This design comes from an exercise in tuning for small area and a short achievable clock period on the open sky130 flow, not from production work.
In this exercise RTL edits were held to simulation tests only and were not proved equivalent to the original.
Power is estimated from default activity; no workload was simulated.

### flow/run.sh
#!/bin/bash
# synth_recipe.tcl (not shown) runs the flow's synth.tcl, then flattens the netlist and writes it again
# the make line also repeats each setting of config.mk as NAME=value (left out here)
make -C /OpenROAD-flow-scripts/flow DESIGN_CONFIG=/design/flow/config.mk WORK_HOME=/design/flow/orfs CLKGATE_MAP_FILE= SYNTH_SCRIPT=/design/flow/synth_recipe.tcl finish
### flow/config.mk
export PLATFORM = sky130hd
export DESIGN_NAME = mmcm_drp_ps_responder
export DESIGN_NICKNAME = mmcm_drp_ps_responder
export VERILOG_FILES = /design/flow/design.v
export SDC_FILE = /design/flow/constraint.sdc
export NUM_CORES = 4
export LEC_CHECK = 0
export CAP_MARGIN = 20
export CORE_MARGIN = 2
export CORE_UTILIZATION = 30
export SLEW_MARGIN = 20
### flow/constraint.sdc
create_clock -name core_clock -period 6.5 [get_ports {clk_usb_i}]
set_input_delay 1.3000 -clock core_clock [delete_from_list [all_inputs] [get_ports {clk_usb_i}]]
set_output_delay 1.3000 -clock core_clock [all_outputs]
set_load 0.01 [all_outputs]
### flow/design.v
package clk_mgmt_pkg;
  localparam int DRP_ADDR_W      = 7;
  localparam int DRP_DATA_W      = 16;
  localparam int DRP_DEPTH       = 128;
  localparam int PS_PHASE_W      = 9;
  localparam int DEF_DRP_LATENCY = 4;
  localparam int DEF_PS_LATENCY  = 12;
  localparam int DEF_PS_PERIOD   = 448;    
  localparam int DEF_LOCK_CYCLES = 64;
  typedef enum logic {
    DRP_IDLE = 1'b0,
    DRP_BUSY = 1'b1
  } drp_state_e;
  typedef enum logic {
    PS_IDLE = 1'b0,
    PS_BUSY = 1'b1
  } ps_state_e;
  function automatic logic [PS_PHASE_W-1:0] ps_next_phase(
    input logic [PS_PHASE_W-1:0] phase,
    input logic                  inc,
    input int                    period
  );
    logic [PS_PHASE_W-1:0] last;
    last = PS_PHASE_W'(period - 1);
    if (inc) ps_next_phase = (phase == last) ? '0 : phase + 1'b1;
    else     ps_next_phase = (phase == '0)   ? last : phase - 1'b1;
  endfunction
endpackage
module mmcm_ps_engine
#(
  parameter int pPS_LATENCY = clk_mgmt_pkg::DEF_PS_LATENCY,
  parameter int pPS_PERIOD  = clk_mgmt_pkg::DEF_PS_PERIOD
) (
  input  logic                  clk_i,
  input  logic                  rst_n_i,
  input  logic                  ps_en_i,
  input  logic                  ps_incdec_i,
  input  logic                  locked_i,
  input  logic                  abort_i,
  output logic                  ps_done_o,
  output logic [clk_mgmt_pkg::PS_PHASE_W-1:0] ps_phase_o,
  output logic                  ps_err_o
);
  localparam int CW = 5;   
  clk_mgmt_pkg::ps_state_e             state_q;
  logic [CW-1:0]         cnt_q;
  logic                  inc_q;
  logic                  done_q;
  logic                  err_q;
  logic [clk_mgmt_pkg::PS_PHASE_W-1:0] phase_q;
  always_ff @(posedge clk_i) begin
    if (!rst_n_i) begin
      state_q <= clk_mgmt_pkg::PS_IDLE;
      cnt_q   <= '0;
      inc_q   <= 1'b0;
      done_q  <= 1'b0;
      err_q   <= 1'b0;
      phase_q <= '0;
    end else begin
      done_q <= 1'b0;
      if (abort_i) begin
        state_q <= clk_mgmt_pkg::PS_IDLE;
        cnt_q   <= '0;
        phase_q <= '0;
        if (ps_en_i) err_q <= 1'b1;
      end else begin
        case (state_q)
          clk_mgmt_pkg::PS_IDLE: begin
            if (ps_en_i) begin
              if (!locked_i) begin
                err_q <= 1'b1;
              end else if (pPS_LATENCY == 1) begin
                done_q  <= 1'b1;
                phase_q <= clk_mgmt_pkg::ps_next_phase(phase_q, ps_incdec_i, pPS_PERIOD);
              end else begin
                inc_q   <= ps_incdec_i;
                cnt_q   <= CW'(pPS_LATENCY - 1);
                state_q <= clk_mgmt_pkg::PS_BUSY;
              end
            end
          end
          clk_mgmt_pkg::PS_BUSY: begin
            if (ps_en_i) err_q <= 1'b1;
            if (cnt_q == CW'(1)) begin
              done_q  <= 1'b1;
              phase_q <= clk_mgmt_pkg::ps_next_phase(phase_q, inc_q, pPS_PERIOD);
              state_q <= clk_mgmt_pkg::PS_IDLE;
            end else begin
              cnt_q <= cnt_q - 1'b1;
            end
          end
          default: state_q <= clk_mgmt_pkg::PS_IDLE;
        endcase
      end
    end
  end
  assign ps_done_o  = done_q;
  assign ps_phase_o = phase_q;
  assign ps_err_o   = err_q;
endmodule
module mmcm_drp_ps_responder
#(
  parameter int pDRP_LATENCY = clk_mgmt_pkg::DEF_DRP_LATENCY,
  parameter int pPS_LATENCY  = clk_mgmt_pkg::DEF_PS_LATENCY,
  parameter int pPS_PERIOD   = clk_mgmt_pkg::DEF_PS_PERIOD,
  parameter int pLOCK_CYCLES = clk_mgmt_pkg::DEF_LOCK_CYCLES
) (
  input  logic                  clk_usb_i,
  input  logic                  reset_n_i,
  input  logic [clk_mgmt_pkg::DRP_ADDR_W-1:0] drp_addr_i,
  input  logic                  drp_den_i,
  input  logic                  drp_dwe_i,
  input  logic [clk_mgmt_pkg::DRP_DATA_W-1:0] drp_din_i,
  output logic [clk_mgmt_pkg::DRP_DATA_W-1:0] drp_dout_o,
  output logic                  drp_drdy_o,
  input  logic                  ps_en_i,
  input  logic                  ps_incdec_i,
  output logic                  ps_done_o,
  output logic [clk_mgmt_pkg::PS_PHASE_W-1:0] ps_phase_o,
  input  logic                  lock_reset_i,
  output logic                  locked_o,
  output logic                  drp_err_o,
  output logic                  ps_err_o
);
  localparam int DCW = 4;                           
  localparam int LCW = $clog2(pLOCK_CYCLES + 1);
  clk_mgmt_pkg::drp_state_e                            drp_state_q;
  logic [DCW-1:0]                        drp_cnt_q;
  logic [clk_mgmt_pkg::DRP_DEPTH-1:0][clk_mgmt_pkg::DRP_DATA_W-1:0]  image_q;
  logic [clk_mgmt_pkg::DRP_DATA_W-1:0]                 rd_dat_q;
  logic [clk_mgmt_pkg::DRP_DATA_W-1:0]                 dout_q;
  logic                                  drdy_q;
  logic                                  drp_err_q;
  always_ff @(posedge clk_usb_i) begin
    if (!reset_n_i) begin
      drp_state_q <= clk_mgmt_pkg::DRP_IDLE;
      drp_cnt_q   <= '0;
      image_q     <= '0;
      rd_dat_q    <= '0;
      dout_q      <= '0;
      drdy_q      <= 1'b0;
      drp_err_q   <= 1'b0;
    end else begin
      drdy_q <= 1'b0;
      dout_q <= '0;
      case (drp_state_q)
        clk_mgmt_pkg::DRP_IDLE: begin
          if (drp_den_i) begin
            if (drp_dwe_i) image_q[drp_addr_i] <= drp_din_i;
            if (pDRP_LATENCY == 1) begin
              drdy_q <= 1'b1;
              dout_q <= drp_dwe_i ? '0 : image_q[drp_addr_i];
            end else begin
              rd_dat_q    <= drp_dwe_i ? '0 : image_q[drp_addr_i];
              drp_cnt_q   <= DCW'(pDRP_LATENCY - 1);
              drp_state_q <= clk_mgmt_pkg::DRP_BUSY;
            end
          end
        end
        clk_mgmt_pkg::DRP_BUSY: begin
          if (drp_den_i) drp_err_q <= 1'b1;
          if (drp_cnt_q == DCW'(1)) begin
            drdy_q      <= 1'b1;
            dout_q      <= rd_dat_q;
            drp_state_q <= clk_mgmt_pkg::DRP_IDLE;
          end else begin
            drp_cnt_q <= drp_cnt_q - 1'b1;
          end
        end
        default: drp_state_q <= clk_mgmt_pkg::DRP_IDLE;
      endcase
    end
  end
  logic [LCW-1:0] lock_cnt_q, lock_cnt_d;
  logic           locked_q, locked_d;
  always_comb begin
    lock_cnt_d = lock_cnt_q;
    locked_d   = locked_q;
    if (lock_reset_i) begin
      lock_cnt_d = '0;
      locked_d   = 1'b0;
    end else if (!locked_q) begin
      if (lock_cnt_q == LCW'(pLOCK_CYCLES - 1)) locked_d   = 1'b1;
      else                                      lock_cnt_d = lock_cnt_q + 1'b1;
    end
  end
  always_ff @(posedge clk_usb_i) begin
    if (!reset_n_i) begin
      lock_cnt_q <= '0;
      locked_q   <= 1'b0;
    end else begin
      lock_cnt_q <= lock_cnt_d;
      locked_q   <= locked_d;
    end
  end
  mmcm_ps_engine #(
    .pPS_LATENCY (pPS_LATENCY),
    .pPS_PERIOD  (pPS_PERIOD)
  ) u_ps (
    .clk_i       (clk_usb_i),
    .rst_n_i     (reset_n_i),
    .ps_en_i     (ps_en_i),
    .ps_incdec_i (ps_incdec_i),
    .locked_i    (locked_q),
    .abort_i     (lock_reset_i),
    .ps_done_o   (ps_done_o),
    .ps_phase_o  (ps_phase_o),
    .ps_err_o    (ps_err_o)
  );
  assign drp_dout_o = dout_q;
  assign drp_drdy_o = drdy_q;
  assign drp_err_o  = drp_err_q;
  assign locked_o   = locked_q;
endmodule
==> metrics.yaml <==
cts_tree: "built"
synth_edf_count: 0
start_kind: "input port"
clock.fmax_ghz: 0.221
n_fill_cell: 30300
cp.arrival_ns: 5.29
ant_nets: 0
post-route-util: 0.338
fin_skew_ns: 0.0417
rr_worst_depth: 6
vias: 74400
power_density_mw_per_mm2: 270
async_flop_share: 0
final.setup.tns_ns: 0
layout.nets: 9467
yosys_warnings: 2
yosysTopAreaCell: "dfxtp_1"
yosysSeqAreaShare: 0.472
io_pins: 60
rr_startpoint: "drp_state_q$_SDFF_PN0_"
end_kind: "flip-flop"
hold_path.startpoint: "lock_cnt_q[6]$_SDFFE_PP0P_"
worstMarginPinSlew_ns: 1.21
hold_viol: 0
hold_class: "reg -> reg"
die_x_um: 551
htreeDepth: 4
ctsResizeCount: 0
syn_nets: 10000
portBuffers: 59
die_y_um: 551
max-vdd-ir-drop_mv: 0.307
critPathKind: "in -> reg"
critical_path.most_common_cell: "ha_1"
numCtsBuffers: 215
r2r-end: "image_q[434]$_SDFFE_PN0P_"
cap_violations: 0
hold_path_depth: 1
dp_hpwl_um: 200000
die_area_mm2: 0.303
track_usage: 0.208
leakage_nw: 33.3
netlist_top_cells_area: "dfxtp_1 (47%), o21ai_0 (8.8%), mux4_2 (8.5%)"
post-route-period-util: 0.695
ctsHoldBuffers: 0
clk_latency_ns: 0.88
route.detailed.drc: 0
synth.distinct_cells: 84
cts_setup_buffers: 0
max-slew-margin-rel: 0.196
worstPathMaxFanout: 35
ys.flop_type: "dfxtp_1"
synth_top_area_frac: 0.472
grt_pass1_vias: 68800
grt_start_max_net_pins: 206
drv_slew: 0
grt_pass1_wl_um: 476000
synthCells: 9982
area_delta_synth_final_pct: 12.0
drt_first_pass_iters: 6
path_cells: "buf_8 > inv_1 > ha_1 > nand2b_1 > nor3_1 > ha_1 > nor3b_2 > nand3_2 > buf_4 > nor2_2 > nand2_1 > a21oi_1"
dp_worst_setup_slack_ns: 1.22
drive_gt1_frac: 0.132
gp_congestion: 0.938
syn_area_mm2: 0.0896
drt_wl_total_um: 326000
outcome: "no timing/DRC/antenna violations"
grt_setup_unrepaired: "no"
critPathSlowestCell: "nand3_2"
setup-violations-final: 0
post-route-min-period_ns: 4.52
rrSetupSlack_ns: 2.96
grt_overflow: 0
whs_endpoint: "lock_cnt_q[6]$_SDFFE_PP0P_"
clk_path_buf_depth: 3
synth-seq-cells: 2113
clock-sinks: 2113
initial_core_util: 0.302
coreArea_mm2: 0.297
max_stage_delay_ns: 0.69
route.detailed.wl_per_inst_um: 24.1
cts_root_buf: "clkbuf_16"
viasPerCell: 5.49
fin_ws_ns: 1.98
path_clk_slew_ns: 0.06
crit_required_ns: 7.27
antenna_found_initial: 19
syn_avg_cell_area_um2: 8.98
drtIter0Drc: 8704
std_cell_rows: 200
[how the worst max path moves through the flow]
| stage | from | to | slack (ns) | depth (start not counted) |
|---|---|---|---|---|
| 5_1_grt | drp_addr_i[0] | image_q[1211]$_SDFFE_PN0P_ | 1.76 | 12 |
| 2_1_floorplan | drp_addr_i[0] | image_q[1207]$_SDFFE_PN0P_ | 1.26 | 21 |
| 3_3_place_gp | drp_addr_i[0] | rd_dat_q[7]$_SDFFE_PN0P_ | 1.21 | 10 |
| 6_report | drp_addr_i[0] | image_q[1200]$_SDFFE_PN0P_ | 1.98 | 12 |
| 4_1_cts | drp_addr_i[0] | image_q[1211]$_SDFFE_PN0P_ | 2.09 | 12 |
| 3_5_place_dp | drp_addr_i[0] | image_q[1068]$_SDFFE_PN0P_ | 1.22 | 11 |
[through the flow]
step | cells | hold WS, ns | total power [mW] | instance area (um2)
2_1_floorplan | 9982 | 0.425 | 14.2 | 89600
3_3_place_gp | 13100 | 0.434 | 14.8 | 93200
3_5_place_dp | 13100 | 0.438 | 14.8 | 93200
4_1_cts | 13500 | 0.448 | 27.1 | 100000
5_1_grt | 13500 | 0.466 | 27.8 | 100000
6_report | 13500 | 0.446 | 27.1 | 100000
[synth_stat cells (18+ instances only)]
cell         n
mux4_2     339
nand2_1   1607
o21ai_1     24
o21ai_0   1571
dfxtp_1   2113
a211oi_1    32
mux2_2      18
clkbuf_1   767
buf_1      116
buf_4       50
o211ai_1    32
mux2i_1    565
nand3_1    997
o22ai_1     21
nor3_1      40
nand4_1     28
nor2_1     420
a22oi_1    204
and2_1      39
nor2b_1     20
a31o_2     129
a221oi_1    25
a21oi_1    357
buf_2      150
a22o_1      25
[cell usage in the layout (no fill, tap or decap), drive strengths merged, types with 25 or more instances in the layout]
cell and count:
a22oi 204, and2 39, nor2 436, nor3 53, o211ai 32, clkinv 44
o21ai 1597, clkbuf 328, mux4 339, a221oi 25, a31o 129, a21oi 357
clkdlybuf4s50 37, dfxtp 2113, nand4 28, mux2i 565, a211oi 32, buf 296
nand2 1607, a22o 25, nand3 1004
[power by group]
part | switching [mW] | internal, mW
registers | 0.0186 | 13.0
clock network | 5.45 | 7.06
logic | 1.28 | 0.321
[state kept, by name, indices dropped and copies added (netlist names)]
register / cells
image_q: 2048
dout_q: 16
rd_dat_q: 16
u_ps.phase_q: 9
lock_cnt_q: 7
u_ps.cnt_q: 5
drp_cnt_q: 4
drdy_q: 1
drp_err_q: 1
drp_state_q: 1
locked_q: 1
u_ps.done_q: 1
u_ps.err_q: 1
u_ps.inc_q: 1
u_ps.state_q: 1
[metal layers]
metal | part of all wire | vias to the layer above | global-route usage
met5 | 0.000083 | - | 0
li1 | - | 34200 | -
met2 | 0.44 | 3387 | 0.322
met3 | 0.091 | 734 | 0.0377
met1 | 0.41 | 36100 | 0.276
met4 | 0.059 | 4 | 0.111
[cell families (layout without fill, tap and decap cells)]
| kind of cell | count (synthesis) | after routing | synth area share |
|---|---|---|---|
| xor gates and xnor gates | 17 | 17 | 0.00166 |
| buffers and inverters | 1122 | 744 | 0.0533 |
| DFF | 2113 | 2113 | 0.472 |
| and+or+nand+nor | 3273 | 3273 | 0.161 |
| other | 0 | 4 | 0 |
| AOI/OAI and AO/OA | 2526 | 2526 | 0.161 |
| adders and majority gates | 9 | 9 | 0.00126 |
| muxes | 922 | 922 | 0.151 |
[critical path, delay by kind of cell]
| family | cells | cell delay, ns |
|---|---|---|
| buffers and inverters | 3 | 0.97 |
| adders and majority gates | 2 | 0.66 |
| and+or+nand+nor | 6 | 2.07 |
| AOI/OAI and AO/OA | 1 | 0.16 |
[area by class of cell]
class	instances	area, um2	area share
Antenna cell	4	10.0	0.0000997
Tap cell	3939	4930	0.0491
Inverter	17	71.3	0.000710
Clock buffer	328	6400	0.0637
Multi-Input combinational cell	6747	43200	0.430
Timing Repair Buffer	334	2830	0.0281
Clock inverter	65	689	0.00687
Sequential cell	2113	42300	0.421

[port drivers added, routing unchanged]
How much do the figures lean on ideal ports? The routed layout below was timed once more, with nothing changed but the port constraints.
Step 1: set_driving_cell puts a clkbuf_16 on clk_usb_i and a buf_2 on each other input, an assumption about the parent block.
Step 2 moves the port delays by t, midway between the first and last clock arrival at a register: inputs arrive t later, outputs are due t later. That takes back most of the time a late clock gives input paths.
Slacks: ideal / step 1 / step 2; pairs: ideal / step 1.
shift t [ns]: 0.950
setup WS [ns]: 1.985 / 2.025 / 1.075
latest minus earliest clock arrival (ns): 0.047 / 0.048
worst slew at a driven data input, ns: 0.13
pins driven straight from the clock port: 1
After both steps this run still meets setup and hold. The setup slack of this run moves by +0.040 ns with the drivers and by -0.910 ns with both steps.
